Source: an optimization exercise on an open RTL-to-GDS flow (aim: small area, a short achievable clock period and few clock cycles per item). Production flows keep margins and buffers that such runs may drop.
At most, simulation tests tie the RTL to the original design; equivalence was not proved.

==> build 12: inputs <==
Design particle_update_step_unit, start of the top module:
module particle_update_step_unit (
  input  logic               clk,
  input  logic               rst_n,
  input  logic               in_valid,
  output logic               in_stall,
  input  logic signed [31:0] in_pos_x,
  input  logic signed [31:0] in_pos_y,
  input  logic signed [31:0] in_vel_x,
  input  logic signed [31:0] in_vel_y,
  input  logic signed [31:0] in_life_left,
  input  logic signed [31:0] in_gravity_amount,
  input  logic        [15:0] in_gravity_angle,
  input  logic               in_last_of_list,
  output logic               out_valid,
  input  logic               out_stall,
  output logic               out_keep,
  output logic        [12:0] out_slot,
  output logic signed [31:0] out_new_x,
  output logic signed [31:0] out_new_y,
  output logic signed [31:0] out_new_vel_x,
  output logic signed [31:0] out_new_vel_y,
  output logic signed [31:0] out_new_life,
  output logic               out_end_of_list
);
  function automatic logic [29:0] booth8_enc(input logic [16:0] m,
                                             input logic        neg);
    logic [19:0] mm;
    logic [2:0]  t;
    logic [23:0] sel;
    logic [5:0]  ng;
  ...
clock: 16.0 ns
lec_check: 0
cap_margin: 20
core_margin: 2
core_utilization: 40
slew_margin: 20
synth_memory_max_bits: 16384
standard.sh (not shown) runs the stock make flow with config.mk's settings and CLKGATE_MAP_FILE= SYNTH_SCRIPT=/design/flow/synth_recipe.tcl, a recipe that flattens the netlist after the stock synthesis.
==> flow/flow/run.sh <==
#!/bin/bash
# Standard ORFS layout (the standard.sh, unchanged synthesis and steps),
# with repair_timing aiming for setup slack of 10.5 ns at the design's
# period instead of 0, so that the layout's achieved period is pushed down.
set -euo pipefail
bash standard.sh SETUP_SLACK_MARGIN=10.5 finish > make_finish.log 2>&1
==> build 2 (differences from build 12) <==
--- a/flow/design.v
+++ b/flow/design.v
@@ -1202,108 +1202,133 @@
       sel[4*i+2] = t[2] && (t[1] ^ t[0]);
       sel[4*i+3] = t[2] && t[1] && t[0];
       ng[i] = mm[3*i+3] ^ neg;
     end
     booth8_enc = {ng, sel};
   endfunction
-  logic               v1, v2, ov, sv;    
-  logic               ld1, ld2, en_out, adv2;
+  logic               v0, v1, v2, ov, sv;    
+  logic               ld0, ld1, ld2, en_out, adv2;
   assign en_out   = !ov || !out_stall;
   assign adv2     = v2 && !sv;
   assign ld2      = !v2 || !sv;
   assign ld1      = !v1 || ld2;
-  assign in_stall = !ld1;
+  assign ld0      = !v0 || ld1;
+  assign in_stall = !ld0;
   logic        [7:0]  tab_f, tab_m;
-  logic signed [33:0] amt3_in;
+  logic signed [32:0] life_d;
   always_comb begin
     tab_f = in_gravity_angle[13] ? ~in_gravity_angle[12:5] : in_gravity_angle[12:5];
     tab_m[0] = tab_f[1] ^ tab_f[0];
     tab_m[1] = tab_f[2] ^ (&tab_f[1:0]);
     tab_m[2] = tab_f[3] ^ (&tab_f[2:0]);
     tab_m[3] = tab_f[4] ^ (&tab_f[3:0]);
     tab_m[4] = tab_f[5] ^ (&tab_f[4:0]);
     tab_m[5] = tab_f[6] ^ (&tab_f[5:0]);
     tab_m[6] = tab_f[7] ^ (&tab_f[6:0]);
     tab_m[7] = &tab_f[7:0];
-    amt3_in = 34'(in_gravity_amount) + (34'(in_gravity_amount) <<< 1);
+    life_d = 33'(in_life_left) - 33'sd65536;
   end
-  logic signed [31:0] px1, py1, vx1, vy1, life1, amt1;
+  logic signed [31:0] px0, py0, vx0, vy0, life0, amt0;
+  logic        [7:0]  m0;
+  logic               keep0, sw0, cneg0, sneg0, last0;
+  always_ff @(posedge clk) begin
+    if (!rst_n) begin
+      v0 <= 1'b0;
+    end else if (ld0) begin
+      v0 <= in_valid;
+    end
+  end
+  always_ff @(posedge clk) begin
+    if (ld0) begin
+      px0   <= in_pos_x;
+      py0   <= in_pos_y;
+      vx0   <= in_vel_x;
+      vy0   <= in_vel_y;
+      life0 <= (life_d[32] != life_d[31]) ? 32'sh80000000 : life_d[31:0];
+      keep0 <= (in_life_left > 32'sd65536);
+      amt0  <= in_gravity_amount;
+      m0    <= tab_m;
+      sw0   <= in_gravity_angle[13] ^ in_gravity_angle[14];
+      cneg0 <= in_gravity_angle[15] ^ in_gravity_angle[14];
+      sneg0 <= in_gravity_angle[15];
+      last0 <= in_last_of_list;
+    end
+  end
+  logic        [33:0] tab_q;
+  logic        [16:0] cmag, smag;
+  always_comb begin
+    tab_q = pus_pkg::rom_pair(m0);
+    smag  = sw0 ? tab_q[16:0]  : tab_q[33:17];
+    cmag  = sw0 ? tab_q[33:17] : tab_q[16:0];
+  end
+  logic signed [31:0] x1, y1, vx1, vy1, life1, amt1;
   logic signed [33:0] amt31;
-  logic        [33:0] tab1;           
-  logic               sw1, cneg1, sneg1, last1;
+  logic        [29:0] cbd1, sbd1;    
+  logic               keep1, last1;
   always_ff @(posedge clk) begin
     if (!rst_n) begin
       v1 <= 1'b0;
     end else if (ld1) begin
-      v1 <= in_valid;
+      v1 <= v0;
     end
   end
   always_ff @(posedge clk) begin
     if (ld1) begin
-      px1   <= in_pos_x;
-      py1   <= in_pos_y;
-      vx1   <= in_vel_x;
-      vy1   <= in_vel_y;
-      life1 <= in_life_left;
-      amt1  <= in_gravity_amount;
-      amt31 <= amt3_in;
-      tab1  <= pus_pkg::rom_pair(tab_m);
-      sw1   <= in_gravity_angle[13] ^ in_gravity_angle[14];
-      cneg1 <= in_gravity_angle[15] ^ in_gravity_angle[14];
-      sneg1 <= in_gravity_angle[15];
-      last1 <= in_last_of_list;
+      x1    <= px0 + vx0;
+      y1    <= py0 + vy0;
+      vx1   <= vx0;
+      vy1   <= vy0;
+      life1 <= life0;
+      keep1 <= keep0;
+      amt1  <= amt0;
+      amt31 <= 34'(amt0) + (34'(amt0) <<< 1);
+      cbd1  <= booth8_enc(cmag, cneg0);
+      sbd1  <= booth8_enc(smag, !sneg0);
+      last1 <= last0;
     end
   end
-  logic        [16:0] cmag, smag;
   logic        [99:0] cs_x, cs_y;
-  logic        [16:0] low_x, low_y;
-  logic signed [32:0] life_d;
   logic signed [31:0] x2, y2, life2;
-  logic        [33:0] xs2, xc2, ys2, yc2;   
-  logic               xci2, yci2;           
+  logic        [49:0] xs2, xc2, ys2, yc2;   
   logic               keep2, last2;
   always_comb begin
-    smag   = sw1 ? tab1[16:0]  : tab1[33:17];
-    cmag   = sw1 ? tab1[33:17] : tab1[16:0];
-    cs_x   = pus_pkg::mac_x(amt1, amt31, booth8_enc(cmag, cneg1), vx1);
-    cs_y   = pus_pkg::mac_y(amt1, amt31, booth8_enc(smag, !sneg1), vy1);
-    low_x  = {1'b0, cs_x[15:0]} + {1'b0, cs_x[65:50]};
-    low_y  = {1'b0, cs_y[15:0]} + {1'b0, cs_y[65:50]};
-    life_d = 33'(life1) - 33'sd65536;
+    cs_x  = pus_pkg::mac_x(amt1, amt31, cbd1, vx1);
+    cs_y  = pus_pkg::mac_y(amt1, amt31, sbd1, vy1);
   end
   always_ff @(posedge clk) begin
     if (!rst_n) begin
       v2 <= 1'b0;
     end else if (ld2) begin
       v2 <= v1;
     end
   end
   always_ff @(posedge clk) begin
     if (ld2) begin
-      x2    <= px1 + vx1;
-      y2    <= py1 + vy1;
-      life2 <= (life_d[32] != life_d[31]) ? 32'sh80000000 : life_d[31:0];
-      keep2 <= (life1 > 32'sd65536);
+      x2    <= x1;
+      y2    <= y1;
+      life2 <= life1;
+      keep2 <= keep1;
       last2 <= last1;
-      xs2   <= cs_x[49:16];
-      xc2   <= cs_x[99:66];
-      xci2  <= low_x[16];
-      ys2   <= cs_y[49:16];
-      yc2   <= cs_y[99:66];
-      yci2  <= low_y[16];
+      xs2   <= cs_x[49:0];
+      xc2   <= cs_x[99:50];
+      ys2   <= cs_y[49:0];
+      yc2   <= cs_y[99:50];
     end
   end
   logic        [12:0] cnt;
+  logic        [49:0] ax, ay;
   logic signed [33:0] rx, ry;
   logic signed [31:0] sx, sy;
   logic               r_keep, r_last;
   logic        [12:0] r_slot;
   logic signed [31:0] r_x, r_y, r_vx, r_vy, r_life;
   always_comb begin
-    rx = xs2 + xc2 + 34'(xci2);
-    ry = ys2 + yc2 + 34'(yci2);
+    ax = xs2 + xc2;
+    ay = ys2 + yc2;
+    rx = ax[49:16];
+    ry = ay[49:16];
     sx = (rx[33:31] == 3'b000 || rx[33:31] == 3'b111) ? rx[31:0]
        : (rx[33] ? 32'sh80000000 : 32'sh7FFFFFFF);
     sy = (ry[33:31] == 3'b000 || ry[33:31] == 3'b111) ? ry[31:0]
        : (ry[33] ? 32'sh80000000 : 32'sh7FFFFFFF);
     r_keep = keep2;
     r_last = last2;
==> flow/flow/run.sh (replaced) <==
#!/bin/bash
# Standard ORFS layout (the standard.sh, unchanged synthesis and steps),
# with repair_timing aiming for setup slack of 11.4 ns at the design's
# period instead of 0, so that the layout's achieved period is pushed down.
set -euo pipefail
bash standard.sh SETUP_SLACK_MARGIN=11.4 finish > make_finish.log 2>&1
==> trial 50 (differences from build 12) <==
==> flow/flow/run.sh (replaced) <==
#!/bin/bash
# Standard ORFS layout (the standard.sh, unchanged synthesis and steps),
# with repair_timing aiming for setup slack of 11.5 ns at the design's
# period instead of 0, so that the layout's achieved period is pushed down.
set -euo pipefail
bash standard.sh SETUP_SLACK_MARGIN=11.5 finish > make_finish.log 2>&1
==> comparison table <==
                                                                     build 2         trial 50         build 12
DR WL/cell                                                           25.7 um          26.3 um          25.9 um
Worst Hold Launch                                           x1[18]$_DFFE_PP_  last1$_DFFE_PN_  last1$_DFFE_PN_
Adder-cell share of the synthesized area                               12.9%            14.6%            14.6%
Mean instance size in the synthesized netlist                      11.6 um^2        10.6 um^2        10.6 um^2
M1 WL                                                                95.4 mm          90.9 mm          89.5 mm
Clock net sink count                                                   1,185              862              862
Wire length on met2                                                   109 mm           106 mm           105 mm
Proportion of cell area occupied by multi-input gates                  41.9%            48.3%            48.5%
Detailed-route wire length                                            237 mm           238 mm           228 mm
Placed cells                                                           8,777            8,419            8,409
Fraction of met3 tracks used by global routing                         5.12%            5.31%            4.42%
Die W                                                                 434 um           410 um           410 um
Post-route setup slack                                              10.58 ns         10.51 ns         10.49 ns
Share of Yosys cell area claimed by the top area cell type             46.0%            38.4%            38.4%
Non-filler instance count after layout                                 9,199            9,046            8,794
Result of the run                                   timing/DRC/antenna clean  timing/DRC/antenna clean  timing/DRC/antenna clean
Starting density of the core                                           40.3%            40.2%            40.2%
Iteration count of the initial detailed-routing pass                       8               15               14
WP depth                                                                  18               16               16
Placer Congestion                                                      0.924            0.934            0.932
Buffers outside the clock class                                          701              991              734
Final Cell Area                                                  0.0873 mm^2      0.0840 mm^2      0.0798 mm^2
Testbench counts of build 12, summed over its fixed seeds: cycles 24,024, items 24,000.
Testbench counts of trial 50, summed over its fixed seeds: cycles 24,024, items 24,000.
No functional check of the RTL was part of build 2.

-- re-timing with driven ports --
Ports are ideal in the flow. The routed layouts listed here were re-timed in OpenROAD. Step 1: set_driving_cell puts a clkbuf_16 on clk and a buf_2 on each other input, an assumption about the parent block. Step 2 times the ports against the registers' clock, not the clock port: input delays grow and output delays shrink by t, the midpoint of the rising clock arrivals with the driver on. Slacks: ideal ports / drivers / drivers and shift; pairs: ideal ports / drivers.
run	shift t [ns]	setup WS [ns]	hold slack, ns
build 12	0.782	10.488 / 10.492 / 9.710	0.431 / 0.431 / 0.431
build 2	0.857	10.585 / 10.606 / 9.749	0.404 / 0.404 / 0.404
trial 50	0.786	10.513 / 10.534 / 9.748	0.421 / 0.421 / 0.421
After both steps every run listed still meets setup and hold. The setup slack of build 2, which loses most, moves by +0.021 ns with the drivers and by -0.836 ns with both steps.
